This design comes from an exercise in tuning for small area, a short achievable clock period and few clock cycles per item on the open sky130 flow, not from production work. Function was checked by simulation only, so behaviour that the tests miss may differ from the original. No activity file was given, so power comes from the tool's default toggle rates.

### flow/constraint.sdc
create_clock -name core_clock -period 5.5 [get_ports {clk}]
set_input_delay 1.1000 -clock core_clock [delete_from_list [all_inputs] [get_ports {clk}]]
set_output_delay 1.1000 -clock core_clock [all_outputs]
set_load 0.01 [all_outputs]
### flow/flow/tweak.tcl
set plat $::env(FLOW_HOME)/platforms/$::env(FLOW_PLATFORM)
set res [pwd]/orfs/results/$::env(FLOW_PLATFORM)/mips_core/base
read_lef $plat/lef/sky130_fd_sc_hd.tlef
read_lef $plat/lef/sky130_fd_sc_hd_merged.lef
read_liberty $plat/lib/sky130_fd_sc_hd__tt_025C_1v80.lib
read_db $res/3_4_place_resized.odb
set db [ord::get_db]
set block [ord::get_db_block]

# port buffers: delay cells to buf_4
set buf [$db findMaster sky130_fd_sc_hd__buf_4]
set n 0
foreach bt [$block getBTerms] {
	set net [$bt getNet]
	if {$net eq "NULL"} { continue }
	foreach it [$net getITerms] {
		set inst [$it getInst]
		set m [[$inst getMaster] getName]
		if {[regexp {^sky130_fd_sc_hd__(clkdlybuf4s|dlygate4sd)} $m]} {
			$inst swapMaster $buf
			incr n
		}
	}
}
puts "port buffers swapped: $n"

# flip-flops that drive an output port buffer: drive strength 1 to 2
set n 0
foreach bt [$block getBTerms] {
	if {[$bt getIoType] ne "OUTPUT"} { continue }
	set net [$bt getNet]
	if {$net eq "NULL"} { continue }
	foreach it [$net getITerms] {
		set obuf [$it getInst]
		foreach bi [$obuf getITerms] {
			if {![$bi isInputSignal]} { continue }
			set bnet [$bi getNet]
			if {$bnet eq "NULL"} { continue }
			foreach d [$bnet getITerms] {
				if {![$d isOutputSignal]} { continue }
				set ff [$d getInst]
				set m [[$ff getMaster] getName]
				if {[regexp {^(sky130_fd_sc_hd__df[a-z]+)_1$} $m -> base]} {
					$ff swapMaster [$db findMaster ${base}_2]
					incr n
				}
			}
		}
	}
}
puts "output flip-flops upsized: $n"

# read tree second level: nand4_1 fed by a222oi_1 to nand4_2
set nand4 [$db findMaster sky130_fd_sc_hd__nand4_2]
set n 0
foreach inst [$block getInsts] {
	if {[[$inst getMaster] getName] ne "sky130_fd_sc_hd__nand4_1"} { continue }
	set fed 0
	foreach it [$inst getITerms] {
		if {![$it isInputSignal]} { continue }
		set net [$it getNet]
		if {$net eq "NULL"} { continue }
		foreach o [$net getITerms] {
			if {[$o isOutputSignal] && [[[$o getInst] getMaster] getName] eq "sky130_fd_sc_hd__a222oi_1"} {
				set fed 1
			}
		}
	}
	if {$fed} {
		$inst swapMaster $nand4
		incr n
	}
}
puts "tree nand4 upsized: $n"
write_db $res/3_4_place_resized.odb
### flow/standard.sh
#!/bin/bash
# synth_recipe.tcl (not shown) runs the flow's synth.tcl, then flattens the netlist and writes it again
# the make line also repeats each setting of config.mk as NAME=value (left out here)
make -C /OpenROAD-flow-scripts/flow DESIGN_CONFIG=/design/flow/config.mk WORK_HOME=/design/flow/orfs CLKGATE_MAP_FILE= SYNTH_SCRIPT=/design/flow/synth_recipe.tcl "${@:-finish}"
### flow/config.mk
export PLATFORM = sky130hd
export DESIGN_NAME = mips_core
export DESIGN_NICKNAME = mips_core
export VERILOG_FILES = /design/flow/design.v
export SDC_FILE = /design/flow/constraint.sdc
export NUM_CORES = 4
export LEC_CHECK = 0
export CAP_MARGIN = 20
export CORE_MARGIN = 2
export CORE_UTILIZATION = 35
export CTS_CLUSTER_DIAMETER = 100
export CTS_CLUSTER_SIZE = 25
export PLACE_DENSITY = 0.5
export SETUP_SLACK_MARGIN = 2.8
export SLEW_MARGIN = 20
export SYNTH_HIERARCHICAL = 1
### flow/flow/run.sh
#!/bin/bash
# The standard layout with one extra step between global placement
# (with its resizing) and detailed placement, in flow/tweak.tcl:
#  - the port buffers, which global placement inserts as delay cells, become
#    plain buf_4 cells;
#  - flip-flops driving output port buffers go from drive 1 to 2;
#  - the second level of the register file and data memory read trees
#    (nand4 gates fed by a222oi gates, which drive the trees' long wires)
#    goes from nand4_1 to nand4_2.
# Detailed placement then legalizes as usual. Each step logs to its own file.
set -euo pipefail
here=$(pwd)
res=$here/orfs/results/$FLOW_PLATFORM/mips_core/base
bash standard.sh "$res/3_4_place_resized.odb" > "$here/flow_to_resized.log" 2>&1
openroad -no_init -exit -log "$here/flow_tweak.log" "$here/flow/tweak.tcl" > "$here/flow_tweak.out" 2>&1
bash standard.sh finish > "$here/flow_finish.log" 2>&1
### flow/design.v
package mips_pkg;
	localparam int xlen = 32;
	localparam int reg_addr_w = 5;
	localparam logic [5:0] op_rtype = 6'b000000;
	localparam logic [5:0] op_lw    = 6'b100011;
	localparam logic [5:0] op_sw    = 6'b101011;
	localparam logic [5:0] funct_add = 6'b100000;
	localparam logic [5:0] funct_sub = 6'b100010;
	localparam logic [5:0] funct_and = 6'b100100;
	localparam logic [5:0] funct_or  = 6'b100101;
	localparam logic [5:0] funct_slt = 6'b101010;
	localparam logic [5:0] funct_nor = 6'b100111;
	localparam logic [3:0] alu_and = 4'b0000;
	localparam logic [3:0] alu_or  = 4'b0001;
	localparam logic [3:0] alu_add = 4'b0010;
	localparam logic [3:0] alu_sub = 4'b0110;
	localparam logic [3:0] alu_slt = 4'b0111;
	localparam logic [3:0] alu_nor = 4'b1100;
	localparam logic [1:0] fwd_reg = 2'b00;
	localparam logic [1:0] fwd_mem = 2'b01;
	localparam logic [1:0] fwd_wb  = 2'b10;
	typedef union packed {
		struct packed {
			logic [5:0] op;
			logic [4:0] rs;
			logic [4:0] rt;
			logic [4:0] rd;
			logic [4:0] shamt;
			logic [5:0] funct;
		} r;
		struct packed {
			logic [5:0] op;
			logic [4:0] rs;
			logic [4:0] rt;
			logic [15:0] imm;
		} i;
	} instr_t;
endpackage
`timescale 1ns/1ps
import mips_pkg::*;
module reg_file (
	input  logic                  clk,
	input  logic                  rst,
	input  logic [reg_addr_w-1:0] ra1_n,
	input  logic [reg_addr_w-1:0] ra2_n,
	input  logic [reg_addr_w-1:0] wa_n,
	input  logic [reg_addr_w-1:0] wa,
	input  logic [xlen-1:0]       wd,
	input  logic                  g1,
	input  logic                  g2,
	output logic [xlen-1:0]       rd1_gn,
	output logic [xlen-1:0]       rd2_gn
);
	logic [31:1] valid;
	logic [31:1] wsel;
	logic [31:1] valid_n;
	logic [xlen-1:0] regs [1:31];
	logic wt1_n, wt2_n;
	logic [31:0] s1, s2;
	always_comb begin
		for (int k = 1; k < 32; k++) begin
			wsel[k] = wa == reg_addr_w'(k);
		end
	end
	assign valid_n = valid | wsel;
	always_ff @(posedge clk or posedge rst) begin
		if (rst) begin
			valid <= '0;
		end else begin
			valid <= valid_n;
		end
	end
	for (genvar k = 1; k < 32; k++) begin : g_reg
		always_ff @(posedge clk) begin
			if (wsel[k]) begin
				regs[k] <= wd;
			end
		end
	end
	assign wt1_n = wa_n == ra1_n;
	assign wt2_n = wa_n == ra2_n;
	always_ff @(posedge clk) begin
		s1[0] <= wt1_n;
		s2[0] <= wt2_n;
		for (int k = 1; k < 32; k++) begin
			s1[k] <= valid_n[k] && ra1_n == reg_addr_w'(k) && !wt1_n;
			s2[k] <= valid_n[k] && ra2_n == reg_addr_w'(k) && !wt2_n;
		end
	end
	for (genvar i = 0; i < xlen; i++) begin : g_bit
		logic [31:0] col;
		assign col[0] = wd[i];
		for (genvar k = 1; k < 32; k++) begin : g_col
			assign col[k] = regs[k][i];
		end
		rf_tree u_rd1 (.d(col), .s(s1), .g(g1), .gn(rd1_gn[i]));
		rf_tree u_rd2 (.d(col), .s(s2), .g(g2), .gn(rd2_gn[i]));
	end
endmodule
`timescale 1ns/1ps
module cg_inv (input logic a, output logic y); assign y = ~a; endmodule
module cg_nand2 (input logic a, b, output logic y); assign y = ~(a & b); endmodule
module cg_nand3 (input logic a, b, c, output logic y); assign y = ~(a & b & c); endmodule
module cg_nand4 (input logic a, b, c, d, output logic y); assign y = ~(a & b & c & d); endmodule
module cg_nor2 (input logic a, b, output logic y); assign y = ~(a | b); endmodule
module cg_nor3 (input logic a, b, c, output logic y); assign y = ~(a | b | c); endmodule
module cg_nand2b (input logic a, bn, output logic y); assign y = ~(a & ~bn); endmodule
module cg_nor2b (input logic a, bn, output logic y); assign y = ~(a | ~bn); endmodule
module cg_xor2 (input logic a, b, output logic y); assign y = a ^ b; endmodule
module cg_xnor2 (input logic a, b, output logic y); assign y = ~(a ^ b); endmodule
module cg_aoi21 (input logic a, b, c, output logic y); assign y = ~((a & b) | c); endmodule
module cg_oai21 (input logic a, b, c, output logic y); assign y = ~((a | b) & c); endmodule
module cg_oai31 (input logic a, b, c, d, output logic y); assign y = ~((a | b | c) & d); endmodule
module cg_aoi221 (input logic a1, a2, b1, b2, c, output logic y);
	assign y = ~((a1 & a2) | (b1 & b2) | c);
endmodule
module cg_and2 (input logic a, b, output logic y); assign y = a & b; endmodule
module cg_aoi22 (input logic a1, a2, b1, b2, output logic y);
	assign y = ~((a1 & a2) | (b1 & b2));
endmodule
module cg_aoi222 (input logic a1, a2, b1, b2, c1, c2, output logic y);
	assign y = ~((a1 & a2) | (b1 & b2) | (c1 & c2));
endmodule
module rf_tree (
	input  logic [31:0] d,
	input  logic [31:0] s,
	input  logic        g,
	output logic        gn
);
	logic [10:0] v;
	logic [2:0] x;
	for (genvar k = 0; k < 10; k++) begin : g_l1
		cg_aoi222 u (.a1(d[3*k]), .a2(s[3*k]), .b1(d[3*k+1]), .b2(s[3*k+1]),
			.c1(d[3*k+2]), .c2(s[3*k+2]), .y(v[k]));
	end
	cg_aoi22 u_l1 (.a1(d[30]), .a2(s[30]), .b1(d[31]), .b2(s[31]), .y(v[10]));
	cg_nand4 u_x0 (.a(v[0]), .b(v[1]), .c(v[2]), .d(v[3]), .y(x[0]));
	cg_nand4 u_x1 (.a(v[4]), .b(v[5]), .c(v[6]), .d(v[7]), .y(x[1]));
	cg_nand3 u_x2 (.a(v[8]), .b(v[9]), .c(v[10]), .y(x[2]));
	cg_oai31 u_g (.a(x[0]), .b(x[1]), .c(x[2]), .d(g), .y(gn));
endmodule
module dm_tree (
	input  logic [63:0] d,
	input  logic [63:0] s,
	input  logic        e,
	input  logic        ga,
	input  logic        gb,
	output logic        y,
	output logic        ga1,
	output logic        ga2,
	output logic        gb1,
	output logic        gb2
);
	logic [21:0] v;
	logic [5:0] x;
	logic y1, y2;
	for (genvar k = 0; k < 21; k++) begin : g_l1
		cg_aoi222 u (.a1(d[3*k]), .a2(s[3*k]), .b1(d[3*k+1]), .b2(s[3*k+1]),
			.c1(d[3*k+2]), .c2(s[3*k+2]), .y(v[k]));
	end
	cg_aoi21 u_l1 (.a(d[63]), .b(s[63]), .c(e), .y(v[21]));
	for (genvar k = 0; k < 5; k++) begin : g_l2
		cg_nand4 u (.a(v[4*k]), .b(v[4*k+1]), .c(v[4*k+2]), .d(v[4*k+3]), .y(x[k]));
	end
	cg_nand2 u_l2 (.a(v[20]), .b(v[21]), .y(x[5]));
	cg_nor3 u_y1 (.a(x[0]), .b(x[1]), .c(x[2]), .y(y1));
	cg_nor3 u_y2 (.a(x[3]), .b(x[4]), .c(x[5]), .y(y2));
	cg_nand2 u_y (.a(y1), .b(y2), .y(y));
	cg_oai31 u_ga1 (.a(x[0]), .b(x[1]), .c(x[2]), .d(ga), .y(ga1));
	cg_oai31 u_ga2 (.a(x[3]), .b(x[4]), .c(x[5]), .d(ga), .y(ga2));
	cg_oai31 u_gb1 (.a(x[0]), .b(x[1]), .c(x[2]), .d(gb), .y(gb1));
	cg_oai31 u_gb2 (.a(x[3]), .b(x[4]), .c(x[5]), .d(gb), .y(gb2));
endmodule
`timescale 1ns/1ps
import mips_pkg::*;
module ks_add #(
	parameter bit sub = 1'b0,
	parameter int w = 32
) (
	input  logic [w-1:0] a,
	input  logic [w-1:0] b,
	output logic [w-1:0] s
);
	localparam int lv = $clog2(w);
	logic [w-1:0] g [lv+1];
	logic [w-1:0] p [lv+1];
	logic [w-1:0] x;
	for (genvar i = 0; i < w; i++) begin : g_l0
		if (sub) begin : g_s
			cg_nand2b u_g (.a(a[i]), .bn(b[i]), .y(g[0][i]));
			cg_nor2b u_p (.a(a[i]), .bn(b[i]), .y(p[0][i]));
			cg_xnor2 u_x (.a(a[i]), .b(b[i]), .y(x[i]));
		end else begin : g_a
			cg_nand2 u_g (.a(a[i]), .b(b[i]), .y(g[0][i]));
			cg_nor2 u_p (.a(a[i]), .b(b[i]), .y(p[0][i]));
			cg_xor2 u_x (.a(a[i]), .b(b[i]), .y(x[i]));
		end
	end
	logic [w-1:0] g0;
	assign g0 = sub ? {g[0][w-1:1], p[0][0]} : g[0];
	for (genvar l = 1; l <= lv; l++) begin : g_lv
		localparam int d = 1 << (l - 1);
		for (genvar i = 0; i < w; i++) begin : g_n
			logic gi, pi, gj, pj;
			assign gi = (l == 1) ? g0[i] : g[l-1][i];
			assign pi = p[l-1][i];
			if (i >= d) begin : g_c
				assign gj = (l == 1) ? g0[i-d] : g[l-1][i-d];
				assign pj = p[l-1][i-d];
				if (l % 2 == 1) begin : g_t
					cg_oai21 u_g (.a(pi), .b(gj), .c(gi), .y(g[l][i]));
					if (i >= 2 * d) begin : g_pp
						cg_nor2 u_p (.a(pi), .b(pj), .y(p[l][i]));
					end else begin : g_pz
						assign p[l][i] = 1'b0;
					end
				end else begin : g_i
					cg_aoi21 u_g (.a(pi), .b(gj), .c(gi), .y(g[l][i]));
					if (i >= 2 * d) begin : g_pp
						cg_nand2 u_p (.a(pi), .b(pj), .y(p[l][i]));
					end else begin : g_pz
						assign p[l][i] = 1'b1;
					end
				end
			end else begin : g_pass
				cg_inv u_g (.a(gi), .y(g[l][i]));
				assign p[l][i] = ~pi;
			end
		end
	end
	for (genvar i = 1; i < w; i++) begin : g_sum
		cg_xor2 u_s (.a(x[i]), .b(g[lv][i-1]), .y(s[i]));
	end
	if (sub) begin : g_s0s
		cg_xor2 u_s0 (.a(a[0]), .b(b[0]), .y(s[0]));
	end else begin : g_s0a
		assign s[0] = x[0];
	end
endmodule
module alu_fwd (
	input  logic [xlen-1:0] sum,
	input  logic [xlen-1:0] diff,
	input  logic            sel_sum,
	input  logic            sel_diff,
	input  logic            sel_lt,
	input  logic [xlen-1:0] early,
	input  logic [xlen-1:0] t1,
	input  logic [xlen-1:0] t2,
	input  logic [xlen-1:0] t3,
	output logic [xlen-1:0] y
);
	logic [xlen-1:0] q;
	logic t30, early0_n;
	for (genvar i = 1; i < xlen; i++) begin : g_bit
		cg_aoi221 u_q (.a1(sum[i]), .a2(sel_sum), .b1(diff[i]), .b2(sel_diff),
			.c(early[i]), .y(q[i]));
		cg_nand4 u_y (.a(q[i]), .b(t1[i]), .c(t2[i]), .d(t3[i]), .y(y[i]));
	end
	cg_aoi222 u_q0 (.a1(sum[0]), .a2(sel_sum), .b1(diff[0]), .b2(sel_diff),
		.c1(diff[xlen-1]), .c2(sel_lt), .y(q[0]));
	cg_inv u_e0 (.a(early[0]), .y(early0_n));
	cg_and2 u_t0 (.a(t3[0]), .b(early0_n), .y(t30));
	cg_nand4 u_y0 (.a(q[0]), .b(t1[0]), .c(t2[0]), .d(t30), .y(y[0]));
endmodule
module alu_res (
	input  logic [xlen-1:0] sum,
	input  logic [xlen-1:0] diff,
	input  logic            sel_sum,
	input  logic            sel_diff,
	input  logic            sel_lt,
	input  logic [xlen-1:0] early,
	output logic [xlen-1:0] y
);
	logic [xlen-1:0] q;
	logic early0_n;
	for (genvar i = 1; i < xlen; i++) begin : g_bit
		cg_aoi221 u_q (.a1(sum[i]), .a2(sel_sum), .b1(diff[i]), .b2(sel_diff),
			.c(early[i]), .y(q[i]));
		cg_inv u_y (.a(q[i]), .y(y[i]));
	end
	cg_aoi222 u_q0 (.a1(sum[0]), .a2(sel_sum), .b1(diff[0]), .b2(sel_diff),
		.c1(diff[xlen-1]), .c2(sel_lt), .y(q[0]));
	cg_inv u_e0 (.a(early[0]), .y(early0_n));
	cg_nand2 u_y0 (.a(q[0]), .b(early0_n), .y(y[0]));
endmodule
`timescale 1ns/1ps
import mips_pkg::*;
module data_mem (
	input  logic            clk,
	input  logic            rst,
	input  logic [5:0]      ra_n,
	input  logic            re_n,
	input  logic [5:0]      wa,
	input  logic            we,
	input  logic [xlen-1:0] wd,
	input  logic [xlen-1:0] ex,
	output logic [xlen-1:0] rd,
	input  logic            ga,
	input  logic            gb,
	output logic [xlen-1:0] ga1,
	output logic [xlen-1:0] ga2,
	output logic [xlen-1:0] gb1,
	output logic [xlen-1:0] gb2
);
	logic [63:0] valid;
	logic [63:0] valid_n;
	logic [63:0] wsel;
	logic [63:0] rsel;
	logic [xlen-1:0] words [64];
	always_comb begin
		for (int k = 0; k < 64; k++) begin
			wsel[k] = we && wa == 6'(k);
		end
	end
	assign valid_n = valid | wsel;
	always_ff @(posedge clk or posedge rst) begin
		if (rst) begin
			valid <= '0;
		end else begin
			valid <= valid_n;
		end
	end
	always_ff @(posedge clk) begin
		for (int k = 0; k < 64; k++) begin
			rsel[k] <= re_n && valid_n[k] && ra_n == 6'(k);
		end
	end
	for (genvar k = 0; k < 64; k++) begin : g_word
		always_ff @(posedge clk) begin
			if (wsel[k]) begin
				words[k] <= wd;
			end
		end
	end
	for (genvar i = 0; i < xlen; i++) begin : g_bit
		logic [63:0] col;
		for (genvar k = 0; k < 64; k++) begin : g_col
			assign col[k] = words[k][i];
		end
		dm_tree u_rd (.d(col), .s(rsel), .e(ex[i]), .ga(ga), .gb(gb), .y(rd[i]),
			.ga1(ga1[i]), .ga2(ga2[i]), .gb1(gb1[i]), .gb2(gb2[i]));
	end
endmodule
`timescale 1ns/1ps
import mips_pkg::*;
module mips_core #(
	parameter int dmem_depth = 64
) (
	input  logic                  clk,
	input  logic                  rst,
	output logic [xlen-1:0]       pc,
	input  logic [xlen-1:0]       instr,
	output logic                  wb_en,
	output logic [reg_addr_w-1:0] wb_addr,
	output logic [xlen-1:0]       wb_data
);
	logic [29:0] pc_w;
	logic stall;
	assign pc = {pc_w, 2'b00};
	always_ff @(posedge clk or posedge rst) begin
		if (rst) begin
			pc_w <= '0;
		end else if (!stall) begin
			pc_w <= pc_w + 30'd1;
		end
	end
	logic f_is_r, f_is_lw, f_is_sw, f_we;
	logic [4:0] f_dest;
	assign f_is_r = instr[31:26] == op_rtype;
	assign f_is_lw = instr[31:26] == op_lw;
	assign f_is_sw = instr[31:26] == op_sw;
	assign f_dest = f_is_r ? instr[15:11] : instr[20:16];
	assign f_we = (f_is_r || f_is_lw) && f_dest != '0;
	logic d_is_r, d_is_lw, d_is_sw, d_we;
	logic [4:0] d_rs, d_rt, d_dest;
	logic [7:0] d_imm;
	always_ff @(posedge clk or posedge rst) begin
		if (rst) begin
			{d_is_r, d_is_lw, d_is_sw, d_we} <= '0;
		end else if (!stall) begin
			d_is_r <= f_is_r;
			d_is_lw <= f_is_lw;
			d_is_sw <= f_is_sw;
			d_we <= f_we;
		end
	end
	always_ff @(posedge clk) begin
		if (!stall) begin
			d_rs <= instr[25:21];
			d_rt <= instr[20:16];
			d_dest <= f_dest;
			d_imm <= instr[7:0];
		end
	end
	logic e_we, e_lw, e_sw;
	logic e_add, e_sub, e_and, e_or, e_nor, e_slt;
	logic [4:0] e_dest;
	logic [7:0] e_imm;
	logic [xlen-1:0] e_a, e_b;
	logic e_fb_late;
	logic m_we, m_sw, m_sdlate;
	logic [4:0] m_dest;
	logic [5:0] m_addr;
	logic [xlen-1:0] m_x;
	logic [4:0] w_addr;
	logic [xlen-1:0] w_data;
	logic d_use_rs;
	logic [4:0] ra1_n, ra2_n, wa_n;
	logic e_hit_rs, e_hit_rt, m_hit_rs, m_hit_rt;
	logic fa_m, fa_w, fa_r, fb_m, fb_w, fb_r, fb_late;
	logic [xlen-1:0] rf_a_gn, rf_b_gn;
	logic [3:0] fn;
	assign d_use_rs = d_is_r || d_is_lw || d_is_sw;
	logic h_e_rs, h_e_rt, h_m_rs, h_m_rt;
	always_ff @(posedge clk or posedge rst) begin
		if (rst) begin
			{h_e_rs, h_e_rt, h_m_rs, h_m_rt} <= '0;
		end else begin
			h_e_rs <= d_we && !stall && d_dest == ra1_n;
			h_e_rt <= d_we && !stall && d_dest == ra2_n;
			h_m_rs <= e_we && e_dest == ra1_n;
			h_m_rt <= e_we && e_dest == ra2_n;
		end
	end
	assign e_hit_rs = h_e_rs;
	assign e_hit_rt = h_e_rt;
	assign m_hit_rs = h_m_rs;
	assign m_hit_rt = h_m_rt;
	assign stall = e_lw && ((d_use_rs && e_hit_rs) || (d_is_r && e_hit_rt));
	assign fa_m = e_hit_rs && !e_lw;
	assign fa_w = m_hit_rs && !e_hit_rs;
	assign fa_r = !e_hit_rs && !m_hit_rs;
	assign fb_m = e_hit_rt && !e_lw;
	assign fb_late = e_hit_rt && e_lw;
	assign fb_w = m_hit_rt && !e_hit_rt;
	assign fb_r = !e_hit_rt && !m_hit_rt;
	assign ra1_n = stall ? d_rs : instr[25:21];
	assign ra2_n = stall ? d_rt : instr[20:16];
	assign wa_n = m_we ? m_dest : 5'd0;
	reg_file u_regs (
		.clk(clk), .rst(rst),
		.ra1_n(ra1_n), .ra2_n(ra2_n), .wa_n(wa_n),
		.wa(w_addr), .wd(w_data),
		.g1(fa_r), .g2(fb_r), .rd1_gn(rf_a_gn), .rd2_gn(rf_b_gn)
	);
	assign fn = d_imm[3:0];
	always_ff @(posedge clk or posedge rst) begin
		if (rst) begin
			{e_we, e_lw, e_sw} <= '0;
			{e_add, e_sub, e_and, e_or, e_nor, e_slt} <= '0;
		end else begin
			e_we <= d_we && !stall;
			e_lw <= d_is_lw && !stall;
			e_sw <= d_is_sw && !stall;
			e_add <= d_is_r && fn == funct_add[3:0];
			e_sub <= d_is_r && fn == funct_sub[3:0];
			e_and <= d_is_r && fn == funct_and[3:0];
			e_or <= d_is_r && fn == funct_or[3:0];
			e_nor <= d_is_r && fn == funct_nor[3:0];
			e_slt <= d_is_r && fn == funct_slt[3:0];
		end
	end
	logic [xlen-1:0] sum, diff, orv, lg, wbn;
	logic eqs, lt_early;
	logic [xlen-1:0] early_x, early_a, early_b;
	logic [xlen-1:0] wa1, wa2, wb1, wb2;
	logic [xlen-1:0] e_a_d, e_b_d, m_x_d;
	logic [7:0] addr8;
	ks_add #(.sub(1'b0)) u_sum (.a(e_a), .b(e_b), .s(sum));
	ks_add #(.sub(1'b1)) u_diff (.a(e_a), .b(e_b), .s(diff));
	assign orv = e_a | e_b;
	assign lg = (e_a & e_b & {xlen{e_and}}) | (orv & {xlen{e_or}}) |
		(~orv & {xlen{e_nor}}) | (e_b & {xlen{e_sw}});
	assign eqs = e_a[xlen-1] == e_b[xlen-1];
	assign lt_early = e_a[xlen-1] && !e_b[xlen-1];
	assign early_x = lg | {{(xlen-1){1'b0}}, lt_early && e_slt};
	assign early_a = early_x & {xlen{fa_m}};
	assign early_b = early_x & {xlen{fb_m}};
	alu_res u_out_x (.sum(sum), .diff(diff), .sel_sum(e_add), .sel_diff(e_sub),
		.sel_lt(e_slt && eqs), .early(early_x), .y(m_x_d));
	alu_fwd u_out_a (.sum(sum), .diff(diff), .sel_sum(e_add && fa_m),
		.sel_diff(e_sub && fa_m), .sel_lt(e_slt && eqs && fa_m), .early(early_a),
		.t1(wa1), .t2(wa2), .t3(rf_a_gn), .y(e_a_d));
	alu_fwd u_out_b (.sum(sum), .diff(diff), .sel_sum(e_add && fb_m),
		.sel_diff(e_sub && fb_m), .sel_lt(e_slt && eqs && fb_m), .early(early_b),
		.t1(wb1), .t2(wb2), .t3(rf_b_gn), .y(e_b_d));
	always_ff @(posedge clk) begin
		e_dest <= d_dest;
		e_imm <= d_imm;
		e_fb_late <= fb_late;
		e_a <= e_a_d;
		e_b <= e_b_d;
	end
	ks_add #(.sub(1'b0), .w(8)) u_addr (.a(e_a[7:0]), .b(e_imm), .s(addr8));
	always_ff @(posedge clk or posedge rst) begin
		if (rst) begin
			{m_we, m_sw} <= '0;
		end else begin
			m_we <= e_we;
			m_sw <= e_sw;
		end
	end
	always_ff @(posedge clk) begin
		m_dest <= e_dest;
		m_addr <= addr8[7:2];
		m_x <= m_x_d;
		m_sdlate <= e_fb_late;
	end
	logic [xlen-1:0] st_data;
	assign st_data = m_sdlate ? w_data : m_x;
	data_mem u_dmem (
		.clk(clk), .rst(rst),
		.ra_n(addr8[7:2]), .re_n(e_lw),
		.wa(m_addr), .we(m_sw), .wd(st_data),
		.ex(m_x), .rd(wbn),
		.ga(fa_w), .gb(fb_w), .ga1(wa1), .ga2(wa2), .gb1(wb1), .gb2(wb2)
	);
	always_ff @(posedge clk or posedge rst) begin
		if (rst) begin
			wb_en <= 1'b0;
			w_addr <= '0;
			w_data <= '0;
		end else begin
			wb_en <= m_we;
			w_addr <= m_we ? m_dest : 5'd0;
			w_data <= wbn & {xlen{m_we}};
		end
	end
	always_ff @(posedge clk) begin
		wb_addr <= m_dest;
		wb_data <= wbn;
	end
endmodule
==> results of run 1 <==
==> report_power, final <==
group | total [mW] | leakage [nW] | internal [mW] | switching [mW]
clock network | 15.0 | 2.49 | 6.20 | 8.79
registers | 29.6 | 31.2 | 29.4 | 0.186
logic | 2.39 | 14.2 | 0.539 | 1.85
total | 47.0 | 48.0 | 36.1 | 10.8
==> stage by stage <==
stage | setup slack, ps | power, mW | hold slack (ps)
6_report | 2649 | 46.97 | 313.4
5_1_grt | 2648 | 48.29 | 253.9
4_1_cts | 2685 | 47.26 | 234.2
3_5_place_dp | 1720 | 32.47 | 314.2
3_3_place_gp | 1819 | 32.40 | 319.7
2_1_floorplan | 2481 | 31.30 | 309.6
==> worst max-delay path by stage <==
stage                         from                    to  slack, ps  depth (start not counted)
after CTS                 m_sdlate  u_dmem.words[35][29]       2680                          3
after global placement        e_lw         u_regs.s1[31]       1820                          9
final                     m_sdlate  u_dmem.words[23][19]       2650                          3
after floorplan              e_add                e_a[0]       2480                          4
after global routing      m_sdlate  u_dmem.words[24][30]       2650                          3
after detailed placement      e_lw         u_regs.s1[31]       1720                          9
==> worst register-to-register path: cells and delay by family, from the launching register on <==
family / cells / cell delay (ps)
flip-flops: 1 / 510
multiplexers: 1 / 900
buffers and inverters: 2 / 1120
==> routing by layer <==
layer | global-route usage | routed length [um]
met1 | 0.3260 | 196200
met2 | 0.4115 | 240200
met3 | 0.04405 | 47660
met4 | 0.1036 | 24170
met5 | 0.0006174 | 18
==> cell type report <==
class	instances	area share
Sequential cell	3532	0.6658
Multi-Input combinational cell	3909	0.2290
Tap cell	5060	0.04115
Clock buffer	264	0.03062
Timing Repair Buffer	479	0.02492
Inverter	203	0.004985
Clock inverter	29	0.003220
Antenna cell	18	0.0002927
==> repair_timing <==
action	CTS	global route
buffers inserted	81	6
endpoints found under the setup margin	2420	680
pin swaps	43	15
resized for setup	154	95
gates cloned	6	0
==> state kept, by name (all words and copies together), names as in the netlist, 6 cells and up <==
name	count
d_imm	8
e_a	32
e_b	32
e_imm	8
m_addr	6
m_x	32
pc_w	30
u_dmem.rsel	64
u_dmem.valid	64
u_dmem.words	2048
u_regs.regs	992
u_regs.s1	32
u_regs.s2	32
u_regs.valid	31
w_data	32
wb_data	32
==> run_results.csv, run 1 <==
group,metric,value,unit
final_layout,layout-area-overhead-vs-synth,13.89,%
sta,slew_violations,0,
sta,setup_viol,0,
outcome,status,"complete, no violations",
final_layout,num-fill-cells,34750,
pwr,vdd_ir_drop_max,0.2510,mV
critical_path,r2r-start,"m_sdlate",
sta,tightest_slew,1235,ps
final_layout,fin_area,153900,um2
global_route,track_usage,0.2500,
die,ioPinCount,104,
sta,skew,85.70,ps
synth,yosys_warnings,23,
final_layout,final_cell_mix,"edfxtp_1, a222oi_1, buf_4, nand2_1, nand4_2",
critical_path,max_stage_delay,840,ps
critical_path,arrival,3510,ps
final_layout,finish.utilization,0.3998,
drt,drtIter0Drc,16360,
cts,cts_tree,"done",
final_layout,register_area,102400,um2
final_layout,final_cells,13490,
cts,clk_latency,960,ps
critical_path,slowest_stage,"mux2_2",
placed_design,place_congestion,0.9450,
worst_hold_path,hold_start,"instr[7]",
cts,clock-sinks,3532,
global_route,grt_max_degree,65,
drt,vias,86770,
critical_path,cp_cell_sequence,"buf_4 > mux2_2 > buf_4",
sta,min_period_over_period,0.5184,
critical_path,path_common_cell,"buf_4",
global_route,grt_pass1_wl,684.5,mm
sta,max_freq,350.7,MHz
critical_path,critPathKind,"register to register",
drt,ant_nets,0,
drt,wire_per_inst,37.66,um
sta,final_hold_viol_count,0,
synth,syn_area,135100,um2
global_route,grt_overflow_total,0,
placed_design,portBuffers,98,
die,die_y,625.3,um
drt,viasPerCell,6.430,
synth,avgSynthCellArea,17.52,um2
worst_hold_path,hold_depth,1,
critical_path,ff2ff_setup_slack,2650,ps
critical_path,critPathMaxFanout,37,
critical_path,ff2ff_path_depth,3,
worst_hold_path,hp-class,"input port to register",
die,rows,228,
cts,root_buffer,"clkbuf_16",
sta,min_period,2851,ps
sta,rsz0062_at_grt,"true",
final_layout,drive_gt1_frac,0.2375,
placed_design,place_inst,13090,
critical_path,worst_ep_required_time,6150,ps
cts,numCtsBuffers,171,
critical_path,path_buf_inv,2,
die,initial_utilization,0.3511,
cts,cts_max_path_buffers,4,
cts,htreeDepth,4,
final_layout,multi_input_comb_area,35240,um2
global_route,grt_pass1_vias,84100,
pwr,leakage,47.96,nW
drt,dr.pass1.iters,13,
cts,ctsHoldBuffers,0,
die,die-width,625.3,um
critical_path,cp_top_family,"buffers and inverters",
global_route,antenna_found_initial,25,
critical_path,cp-start-kind,"register",
cts,clk_pin_slew,90,ps
critical_path,critPathCaptureType,"register",
placed_design,hpwl,302.6,mm
placed_design,placed_area,146800,um2
pwr,power_density,305.3,nW/um2
die,dieArea,391000,um2
drt,drcViolationCount,0,
final_layout,final_net_count,8334,
worst_hold_path,worstHoldEndpoint,"d_imm[7]",
final_layout,final_common_cell,"edfxtp_1",
synth,synthCells,7710,
sta,setup-tns-final,0,ps
run,maxCapViolCount,0,
die,coreArea,384800,um2
drt,routed_wl,508.2,mm
critical_path,r2r_end,"u_dmem.words[23][19]",
sta,maxSlewHeadroom,0.1764,
Testbench counts, summed over its fixed seeds: cycles 11,637, instructions 11,354.
==> inputs of run 2 (changes only) <==
--- a/flow/design.v
+++ b/flow/design.v
@@ -44,7 +44,8 @@
 	input  logic [reg_addr_w-1:0] ra1_n,
 	input  logic [reg_addr_w-1:0] ra2_n,
 	input  logic [reg_addr_w-1:0] wa_n,
-	input  logic [reg_addr_w-1:0] wa,
+	input  logic [7:0]            wlo,
+	input  logic [3:0]            whi,
 	input  logic [xlen-1:0]       wd,
 	input  logic                  g1,
 	input  logic                  g2,
@@ -59,7 +60,7 @@
 	logic [31:0] s1, s2;
 	always_comb begin
 		for (int k = 1; k < 32; k++) begin
-			wsel[k] = wa == reg_addr_w'(k);
+			wsel[k] = wlo[k % 8] && whi[k / 8];
 		end
 	end
 	assign valid_n = valid | wsel;
@@ -71,10 +72,14 @@
 		end
 	end
 	for (genvar k = 1; k < 32; k++) begin : g_reg
+		logic [xlen-1:0] nxt;
+		logic wsel_n;
+		cg_inv u_wn (.a(wsel[k]), .y(wsel_n));
+		for (genvar i = 0; i < xlen; i++) begin : g_b
+			cg_a22o u_m (.a1(wsel[k]), .a2(wd[i]), .b1(wsel_n), .b2(regs[k][i]), .y(nxt[i]));
+		end
 		always_ff @(posedge clk) begin
-			if (wsel[k]) begin
-				regs[k] <= wd;
-			end
+			regs[k] <= nxt;
 		end
 	end
 	assign wt1_n = wa_n == ra1_n;
@@ -115,6 +120,9 @@
 	assign y = ~((a1 & a2) | (b1 & b2) | c);
 endmodule
 module cg_and2 (input logic a, b, output logic y); assign y = a & b; endmodule
+module cg_a22o (input logic a1, a2, b1, b2, output logic y);
+	assign y = (a1 & a2) | (b1 & b2);
+endmodule
 module cg_aoi22 (input logic a1, a2, b1, b2, output logic y);
 	assign y = ~((a1 & a2) | (b1 & b2));
 endmodule
@@ -142,6 +150,8 @@
 module dm_tree (
 	input  logic [63:0] d,
 	input  logic [63:0] s,
+	input  logic        dp,
+	input  logic        sp,
 	input  logic        e,
 	input  logic        ga,
 	input  logic        gb,
@@ -158,7 +168,7 @@
 		cg_aoi222 u (.a1(d[3*k]), .a2(s[3*k]), .b1(d[3*k+1]), .b2(s[3*k+1]),
 			.c1(d[3*k+2]), .c2(s[3*k+2]), .y(v[k]));
 	end
-	cg_aoi21 u_l1 (.a(d[63]), .b(s[63]), .c(e), .y(v[21]));
+	cg_aoi221 u_l1 (.a1(d[63]), .a2(s[63]), .b1(dp), .b2(sp), .c(e), .y(v[21]));
 	for (genvar k = 0; k < 5; k++) begin : g_l2
 		cg_nand4 u (.a(v[4*k]), .b(v[4*k+1]), .c(v[4*k+2]), .d(v[4*k+3]), .y(x[k]));
 	end
@@ -290,9 +300,9 @@
 	input  logic            rst,
 	input  logic [5:0]      ra_n,
 	input  logic            re_n,
-	input  logic [5:0]      wa,
-	input  logic            we,
-	input  logic [xlen-1:0] wd,
+	input  logic [7:0]      plo,
+	input  logic [7:0]      phi,
+	input  logic [xlen-1:0] pd,
 	input  logic [xlen-1:0] ex,
 	output logic [xlen-1:0] rd,
 	input  logic            ga,
@@ -306,10 +316,24 @@
 	logic [63:0] valid_n;
 	logic [63:0] wsel;
 	logic [63:0] rsel;
+	logic rsel_p, pmatch;
+	logic [7:0] slo, shi;
+	logic [xlen-1:0] sd;
 	logic [xlen-1:0] words [64];
+	always_ff @(posedge clk or posedge rst) begin
+		if (rst) begin
+			slo <= '0;
+		end else begin
+			slo <= plo;
+		end
+	end
+	always_ff @(posedge clk) begin
+		shi <= phi;
+		sd <= pd;
+	end
 	always_comb begin
 		for (int k = 0; k < 64; k++) begin
-			wsel[k] = we && wa == 6'(k);
+			wsel[k] = slo[k % 8] && shi[k / 8];
 		end
 	end
 	assign valid_n = valid | wsel;
@@ -320,16 +344,22 @@
 			valid <= valid_n;
 		end
 	end
+	assign pmatch = plo[ra_n[2:0]] && phi[ra_n[5:3]];
 	always_ff @(posedge clk) begin
 		for (int k = 0; k < 64; k++) begin
-			rsel[k] <= re_n && valid_n[k] && ra_n == 6'(k);
+			rsel[k] <= re_n && valid_n[k] && ra_n == 6'(k) && !pmatch;
 		end
+		rsel_p <= re_n && pmatch;
 	end
 	for (genvar k = 0; k < 64; k++) begin : g_word
+		logic [xlen-1:0] nxt;
+		logic wsel_n;
+		cg_inv u_wn (.a(wsel[k]), .y(wsel_n));
+		for (genvar i = 0; i < xlen; i++) begin : g_b
+			cg_a22o u_m (.a1(wsel[k]), .a2(sd[i]), .b1(wsel_n), .b2(words[k][i]), .y(nxt[i]));
+		end
 		always_ff @(posedge clk) begin
-			if (wsel[k]) begin
-				words[k] <= wd;
-			end
+			words[k] <= nxt;
 		end
 	end
 	for (genvar i = 0; i < xlen; i++) begin : g_bit
@@ -337,7 +367,8 @@
 		for (genvar k = 0; k < 64; k++) begin : g_col
 			assign col[k] = words[k][i];
 		end
-		dm_tree u_rd (.d(col), .s(rsel), .e(ex[i]), .ga(ga), .gb(gb), .y(rd[i]),
+		dm_tree u_rd (.d(col), .s(rsel), .dp(sd[i]), .sp(rsel_p), .e(ex[i]),
+			.ga(ga), .gb(gb), .y(rd[i]),
 			.ga1(ga1[i]), .ga2(ga2[i]), .gb1(gb1[i]), .gb2(gb2[i]));
 	end
 endmodule
@@ -398,11 +429,12 @@
 	logic [7:0] e_imm;
 	logic [xlen-1:0] e_a, e_b;
 	logic e_fb_late;
-	logic m_we, m_sw, m_sdlate;
+	logic m_we, m_sdlate;
 	logic [4:0] m_dest;
-	logic [5:0] m_addr;
+	logic [7:0] m_wlo, m_whi;
 	logic [xlen-1:0] m_x;
-	logic [4:0] w_addr;
+	logic [7:0] w_lo;
+	logic [3:0] w_hi;
 	logic [xlen-1:0] w_data;
 	logic d_use_rs;
 	logic [4:0] ra1_n, ra2_n, wa_n;
@@ -440,7 +472,7 @@
 	reg_file u_regs (
 		.clk(clk), .rst(rst),
 		.ra1_n(ra1_n), .ra2_n(ra2_n), .wa_n(wa_n),
-		.wa(w_addr), .wd(w_data),
+		.wlo(w_lo), .whi(w_hi), .wd(w_data),
 		.g1(fa_r), .g2(fb_r), .rd1_gn(rf_a_gn), .rd2_gn(rf_b_gn)
 	);
 	assign fn = d_imm[3:0];
@@ -494,15 +526,16 @@
 	ks_add #(.sub(1'b0), .w(8)) u_addr (.a(e_a[7:0]), .b(e_imm), .s(addr8));
 	always_ff @(posedge clk or posedge rst) begin
 		if (rst) begin
-			{m_we, m_sw} <= '0;
+			m_we <= 1'b0;
+			m_wlo <= '0;
 		end else begin
 			m_we <= e_we;
-			m_sw <= e_sw;
+			m_wlo <= e_sw ? 8'(1) << addr8[4:2] : 8'd0;
 		end
 	end
 	always_ff @(posedge clk) begin
 		m_dest <= e_dest;
-		m_addr <= addr8[7:2];
+		m_whi <= 8'(1) << addr8[7:5];
 		m_x <= m_x_d;
 		m_sdlate <= e_fb_late;
 	end
@@ -511,18 +544,20 @@
 	data_mem u_dmem (
 		.clk(clk), .rst(rst),
 		.ra_n(addr8[7:2]), .re_n(e_lw),
-		.wa(m_addr), .we(m_sw), .wd(st_data),
+		.plo(m_wlo), .phi(m_whi), .pd(st_data),
 		.ex(m_x), .rd(wbn),
 		.ga(fa_w), .gb(fb_w), .ga1(wa1), .ga2(wa2), .gb1(wb1), .gb2(wb2)
 	);
 	always_ff @(posedge clk or posedge rst) begin
 		if (rst) begin
 			wb_en <= 1'b0;
-			w_addr <= '0;
+			w_lo <= '0;
+			w_hi <= '0;
 			w_data <= '0;
 		end else begin
 			wb_en <= m_we;
-			w_addr <= m_we ? m_dest : 5'd0;
+			w_lo <= m_we ? 8'(1) << m_dest[2:0] : 8'd0;
+			w_hi <= 4'(1) << m_dest[4:3];
 			w_data <= wbn & {xlen{m_we}};
 		end
 	end
--- a/flow/config.mk
+++ b/flow/config.mk
@@ -8,6 +8,7 @@
 export CAP_MARGIN = 20
 export CORE_MARGIN = 2
 export CORE_UTILIZATION = 35
+export CTS_BUF_LIST = sky130_fd_sc_hd__clkbuf_8 sky130_fd_sc_hd__clkbuf_16
 export CTS_CLUSTER_DIAMETER = 100
 export CTS_CLUSTER_SIZE = 25
 export PLACE_DENSITY = 0.5
==> run_results.csv, run 2 <==
group,metric,value,unit
synth,yosys_warnings,25,
sta,slew_violations,0,
critical_path,path_buf_inv,3,
critical_path,max_stage_delay,560,ps
sta,skew,68.85,ps
sta,maxSlewHeadroom,0.06568,
critical_path,critPathCaptureType,"register",
pwr,vdd_ir_drop_max,0.2247,mV
die,coreArea,381700,um2
final_layout,reg.largest.list,"u_dmem.words x2048, u_regs.regs x992",
final_layout,layout-area-overhead-vs-synth,15.40,%
drt,wl_met2,272.5,mm
die,die_y,622.9,um
drt,ant_nets,0,
sta,max_freq,348.5,MHz
critical_path,ff2ff_path_depth,10,
critical_path,ff2ff_setup_slack,2630,ps
final_layout,final_cell_mix,"dfxtp_1, a22o_1, a222oi_1, buf_4, nand2_1",
cts,clk_pin_slew,110,ps
sta,tightest_slew,1401,ps
cts,numCtsBuffers,171,
die,ioPinCount,104,
sta,timing.hold.ws,328.8,ps
die,rows,227,
global_route,track_usage,0.3108,
die,die-width,622.9,um
critical_path,critPathMaxFanout,6,
synth,synthCells,11000,
drt,wl_met1,261.5,mm
drt,dr.pass1.iters,13,
drt,route.met3.wl,69.49,mm
sta,rsz0062_at_grt,"true",
sta,min_period,2870,ps
final_layout,final_common_cell,"dfxtp_1",
drt,top_layer,"met5",
critical_path,cp-start-kind,"register",
global_route,grt_max_degree,67,
critical_path,slowest_stage,"mux4_2",
cts,cts_tree,"done",
placed_design,place_congestion,1.012,
final_layout,final_cells,16840,
drt,routed_wl,643.4,mm
critical_path,r2r-start,"e_imm[0]",
critical_path,path_common_cell,"o21ai_4",
critical_path,critPathKind,"register to register",
drt,viasPerCell,7.053,
pwr,leakage,56.44,nW
drt,wire_per_inst,38.21,um
sta,min_period_over_period,0.5218,
synth,avgSynthCellArea,12.19,um2
placed_design,hpwl,396.8,mm
placed_design,place_ws,1462,ps
global_route,grt_overflow_total,0,
final_layout,final_net_count,11760,
outcome,status,"complete, no violations",
drt,drcViolationCount,0,
drt,vias,118700,
cts,cts_max_path_buffers,4,
sta,fin_ws,2630,ps
critical_path,arrival,3710,ps
critical_path,cp_top_family,"multiplexers",
worst_hold_path,hp-class,"input port to asynchronous set/reset pin",
final_layout,largest_reg_flops,2048,
global_route,grt_pass1_vias,112700,
cts,root_buffer,"clkbuf_16",
sta,setup_viol,0,
critical_path,cp_cell_sequence,"nand2_8 > o21ai_4 > inv_2 > o21ai_4 > xor2_4 > mux4_2 > mux2_4 > buf_12 > buf_16 > a2111oi_4",
final_layout,num-fill-cells,35630,
global_route,grt_pass1_wl,882.5,mm
cts,htreeDepth,4,
synth,syn_area,134100,um2
critical_path,worst_ep_required_time,6340,ps
cts,clock-sinks,3597,
final_layout,drive_gt1_frac,0.1871,
placed_design,place_inst,16410,
drt,drtIter0Drc,22470,
die,dieArea,388000,um2
final_layout,top_register,"u_dmem.words",
cts,clk_latency,980,ps
sta,setup-tns-final,0,ps
critical_path,r2r_end,"u_dmem.rsel[45]",
pwr,power_density,270.5,nW/um2
run,maxCapViolCount,0,
global_route,antenna_found_initial,20,
placed_design,portBuffers,98,
sta,final_hold_viol_count,0,
die,initial_utilization,0.3512,
run 2: cell count changes in the layout (fill, tap and decap cells not counted), moves of 37 or more:
cell      change
a22o_1     +3040
inv_1        +54
clkbuf_1     -88
buf_4       +122
nand2_1      +72
dfxtp_1    +3056
and2_1       +71
nor2_4       -95
edfxtp_1   -3040
o31ai_4      +38
o31ai_2      -37
run 2: worst max-delay path by stage:
| stage | startpoint | depth (start not counted) | slack, ps | end |
|---|---|---|---|---|
| 2_1_floorplan | e_add | 4 | 1790 | e_b[0] |
| 3_3_place_gp | e_a[0] | 9 | 1490 | u_dmem.rsel[45] |
| 3_5_place_dp | d_is_r | 7 | 1460 | u_regs.s2[22] |
| 4_1_cts | u_dmem.rsel[12] | 5 | 2610 | w_data[5] |
| 5_1_grt | e_a[0] | 10 | 2590 | u_dmem.rsel[43] |
| 6_report | e_imm[0] | 10 | 2630 | u_dmem.rsel[45] |
run 2: final cells by class:
class / instances / area [um2] / share of cell area
Antenna cell: 5 / 12.51 / 0.00008087
Sequential cell: 3597 / 73550 / 0.4754
Clock buffer: 177 / 4395 / 0.02841
Inverter: 263 / 1023 / 0.006615
Multi-Input combinational cell: 7052 / 63440 / 0.4101
Timing Repair Buffer: 641 / 5468 / 0.03534
Tap cell: 5038 / 6304 / 0.04074
Clock inverter: 63 / 515.5 / 0.003332
run 2: power breakdown:
| part | total, mW | switching (mW) | internal [mW] |
|---|---|---|---|
| sequential | 26.2 | 0.0780 | 26.1 |
| combinational | 0.566 | 0.350 | 0.216 |
| clock | 15.1 | 9.11 | 5.99 |
| total | 41.9 | 9.54 | 32.3 |
run 2: timing repair:
item	CTS	global route
pin swaps	83	87
setup endpoints to repair	616	424
buffers inserted	103	46
gates resized for setup	244	178
cloned	12	4
hold endpoints to repair	0	0
hold buffers	0	0
run 2: metrics by stage:
| step | utilization | area [um2] | total power [mW] |
|---|---|---|---|
| final | 0.4053 | 154700 | 41.85 |
| after global routing | 0.4053 | 154700 | 42.91 |
| after CTS | 0.4008 | 153000 | 42.00 |
| after detailed placement | 0.3817 | 145700 | 27.21 |
| after global placement | 0.3771 | 143900 | 27.21 |
| after floorplan | - | 134100 | 27.00 |
run 2: metal layers:
layer,vias up,GRT usage
li1,48650,-
met1,61200,0.4160
met2,7727,0.4603
met3,1158,0.07573
met4,12,0.1669
met5,-,0.0002469
Testbench counts of run 2, summed over its fixed seeds: cycles 11,637, instructions 11,354.
==> inputs of run 3 (changes only) <==
--- a/flow/design.v
+++ b/flow/design.v
@@ -303,6 +303,8 @@
 	input  logic [7:0]      plo,
 	input  logic [7:0]      phi,
 	input  logic [xlen-1:0] pd,
+	input  logic [5:0]      pa,
+	input  logic            pv,
 	input  logic [xlen-1:0] ex,
 	output logic [xlen-1:0] rd,
 	input  logic            ga,
@@ -316,7 +318,8 @@
 	logic [63:0] valid_n;
 	logic [63:0] wsel;
 	logic [63:0] rsel;
-	logic rsel_p, pmatch;
+	logic rsel_p;
+	logic [63:0] pend;
 	logic [7:0] slo, shi;
 	logic [xlen-1:0] sd;
 	logic [xlen-1:0] words [64];
@@ -344,12 +347,16 @@
 			valid <= valid_n;
 		end
 	end
-	assign pmatch = plo[ra_n[2:0]] && phi[ra_n[5:3]];
+	always_comb begin
+		for (int k = 0; k < 64; k++) begin
+			pend[k] = plo[k % 8] && phi[k / 8];
+		end
+	end
 	always_ff @(posedge clk) begin
 		for (int k = 0; k < 64; k++) begin
-			rsel[k] <= re_n && valid_n[k] && ra_n == 6'(k) && !pmatch;
+			rsel[k] <= re_n && valid_n[k] && !pend[k] && ra_n == 6'(k);
 		end
-		rsel_p <= re_n && pmatch;
+		rsel_p <= re_n && pv && ra_n == pa;
 	end
 	for (genvar k = 0; k < 64; k++) begin : g_word
 		logic [xlen-1:0] nxt;
@@ -432,6 +439,8 @@
 	logic m_we, m_sdlate;
 	logic [4:0] m_dest;
 	logic [7:0] m_wlo, m_whi;
+	logic [5:0] m_addr;
+	logic m_sw;
 	logic [xlen-1:0] m_x;
 	logic [7:0] w_lo;
 	logic [3:0] w_hi;
@@ -527,15 +536,18 @@
 	always_ff @(posedge clk or posedge rst) begin
 		if (rst) begin
 			m_we <= 1'b0;
+			m_sw <= 1'b0;
 			m_wlo <= '0;
 		end else begin
 			m_we <= e_we;
+			m_sw <= e_sw;
 			m_wlo <= e_sw ? 8'(1) << addr8[4:2] : 8'd0;
 		end
 	end
 	always_ff @(posedge clk) begin
 		m_dest <= e_dest;
 		m_whi <= 8'(1) << addr8[7:5];
+		m_addr <= addr8[7:2];
 		m_x <= m_x_d;
 		m_sdlate <= e_fb_late;
 	end
@@ -544,7 +556,7 @@
 	data_mem u_dmem (
 		.clk(clk), .rst(rst),
 		.ra_n(addr8[7:2]), .re_n(e_lw),
-		.plo(m_wlo), .phi(m_whi), .pd(st_data),
+		.plo(m_wlo), .phi(m_whi), .pd(st_data), .pa(m_addr), .pv(m_sw),
 		.ex(m_x), .rd(wbn),
 		.ga(fa_w), .gb(fb_w), .ga1(wa1), .ga2(wa2), .gb1(wb1), .gb2(wb2)
 	);
==> run_results.csv, run 3 <==
group,metric,value,unit
outcome,status,"complete, no violations",
sta,final_hold_viol_count,0,
drt,ant_nets,0,
global_route,grt_pass1_vias,113400,
drt,drcViolationCount,0,
die,die_y,623.1,um
pwr,leakage,56.07,nW
sta,min_period_over_period,0.5100,
sta,setup-tns-final,0,ps
synth,avgSynthCellArea,12.12,um2
critical_path,ff2ff_setup_slack,2690,ps
die,coreArea,382000,um2
cts,clk_latency,970,ps
critical_path,ff2ff_path_depth,6,
pwr,pwr-share-comb,0.011,
cts,cts_max_path_buffers,4,
pwr,power_density,272.3,nW/um2
worst_hold_path,hp-class,"register to register",
pwr,p_int,32.26,mW
cts,ctsHoldBuffers,0,
global_route,grt_overflow_total,0,
cts,cts_tree,"done",
synth,synthCells,11070,
sta,setup_viol,0,
drt,dr.pass1.iters,14,
critical_path,endpoint,"w_data[1]",
pwr,vdd_ir_drop_max,0.2587,mV
die,die-width,623.1,um
drt,drtIter0Drc,23350,
global_route,antenna_found_initial,28,
placed_design,hpwl,401.7,mm
sta,min_period,2805,ps
final_layout,reg.largest.list,"u_dmem.words x2048, u_regs.regs x992",
critical_path,critPathMaxFanout,32,
global_route,track_usage,0.3117,
cts,clk_pin_slew,110,ps
sta,skew,86.69,ps
critical_path,critPathCaptureType,"register",
sta,rsz0062_at_grt,"true",
final_layout,largest_reg_flops,2048,
sta,tightest_slew,1280,ps
pwr,pwr-share-seq,0.628,
die,rows,227,
placed_design,portBuffers,98,
drt,viasPerCell,7.091,
final_layout,finish.utilization,0.4021,
final_layout,final_cell_mix,"dfxtp_1, a22o_1, a222oi_1, buf_4, nand2_1",
cts,root_buffer,"clkbuf_16",
placed_design,place_inst,16500,
critical_path,arrival,3630,ps
cts,clock-sinks,3604,
pwr,p_clk_frac,0.361,
run,maxCapViolCount,0,
global_route,grt_max_degree,66,
critical_path,critPathKind,"register to register",
sta,maxSlewHeadroom,0.1465,
critical_path,setup.worst_path.start,"u_dmem.rsel[3]",
cts,htreeDepth,4,
final_layout,final_cells,16870,
die,dieArea,388300,um2
pwr,p_sw_frac,0.2285,
final_layout,top_register,"u_dmem.words",
critical_path,cp-start-kind,"register",
sta,slew_violations,0,
final_layout,num-fill-cells,35720,
drt,vias,119600,
die,initial_utilization,0.3512,
synth,syn_area,134200,um2
pwr,p_switching,9.553,mW
placed_design,place_congestion,0.9952,
critical_path,worst_ep_required_time,6320,ps
cts,numCtsBuffers,172,
final_layout,final_net_count,11790,
final_layout,drive_gt1_frac,0.1775,
drt,routed_wl,642.5,mm
final_layout,final_common_cell,"dfxtp_1",
final_layout,layout-area-overhead-vs-synth,14.49,%
critical_path,r2r-start,"u_dmem.rsel[3]",
sta,max_freq,356.5,MHz
global_route,grt_pass1_wl,886.9,mm
critical_path,r2r_end,"w_data[1]",
synth,yosys_warnings,25,
sta,timing.hold.ws,334.2,ps
die,ioPinCount,104,
drt,wire_per_inst,38.08,um
## run 3: how the worst min path moves through the flow
stage	end	slack, ps	cells after the start	startpoint
after global routing	m_sdlate	340	0	e_fb_late
after CTS	w_hi[0]	310	2	rst
after floorplan	m_sdlate	310	0	e_fb_late
after global placement	m_sdlate	320	0	e_fb_late
final	m_sdlate	330	0	e_fb_late
after detailed placement	m_sdlate	320	0	e_fb_late
## run 3: area by class of cell
class	count	area, um2	area share
repair buffers	600	4921	0.03204
flip-flops and latches	3604	73700	0.4798
inverters	248	960.9	0.006256
clock buffers	176	4370	0.02845
diodes	17	42.54	0.0002770
multi-input cells	7126	62770	0.4087
clock inverters	63	529.3	0.003446
well taps	5038	6304	0.04104
## run 3: stage by stage
| step | worst slack, ps | power [mW] | area, um2 |
|---|---|---|---|
| 2_1_floorplan | 1793 | 27.05 | 134200 |
| 3_5_place_dp | 1992 | 27.25 | 145900 |
| 6_report | 2695 | 41.82 | 153600 |
| 5_1_grt | 2728 | 42.91 | 153600 |
| 4_1_cts | 2655 | 41.98 | 152400 |
| 3_3_place_gp | 1970 | 27.25 | 144200 |
## run 3: per-layer routing
| layer | global-route usage | share of wire | vias up |
|---|---|---|---|
| met2 | 0.4676 | 0.43 | 8149 |
| met5 | 0.001235 | 0.00020 | - |
| met3 | 0.07254 | 0.11 | 1171 |
| met4 | 0.1496 | 0.054 | 12 |
| li1 | - | - | 48690 |
| met1 | 0.4208 | 0.41 | 61620 |
## run 3: what timing repair did
item	4_1_cts	5_1_grt
hold endpoints to repair	0	0
buffers inserted	72	32
resized for setup	213	130
endpoints found under the setup margin	721	260
pin swaps	57	53
## run 3: critical path, stage by stage (launching register included)
cell	delay (ps)
dfxtp_1	320
buf_4	280
a222oi_1	600
nand4_2	480
nor3_4	560
nand2_1	200
and2_1	200
## run 3: power by group through the flow
stage | clock (mW) | sequential [mW] | combinational [mW]
3_3_place_gp | 0 | 26.9 | 0.394
4_1_cts | 15.3 | 26.2 | 0.434
5_1_grt | 16.2 | 26.3 | 0.483
6_report | 15.1 | 26.2 | 0.459
2_1_floorplan | 0 | 26.9 | 0.194
3_5_place_dp | 0 | 26.9 | 0.382
Testbench counts of run 3, summed over its fixed seeds: cycles 11,637, instructions 11,354.

[separate check: timing with driven ports]
The flow's constraints put no driver on any port. The routed layouts listed below were extracted and timed again, unchanged, in two steps. Step 1: set_driving_cell puts a clkbuf_16 on clk and a buf_2 on each other input, an assumption about the parent block. Step 2, shift: input delay + t, output delay - t, t = (earliest + latest rising clock arrival at the registers) / 2. This alone moves slack from input paths to output paths. a / b / c = ideal ports / drivers / drivers and shift; a / b = the first two.
run | t, ns | setup WS [ns] | hold slack, ns | worst slew at a driven data input, ns
run 1 | 1.026 | 2.649 / 2.649 / 2.649 | 0.313 / 0.231 / 0.345 | 0.04
run 2 | 1.056 | 2.630 / 2.630 / 2.630 | 0.329 / 0.245 / 0.334 | 0.05
run 3 | 1.058 | 2.695 / 2.695 / 2.695 | 0.334 / 0.285 / 0.334 | 0.08
After both steps every run listed still meets setup and hold.
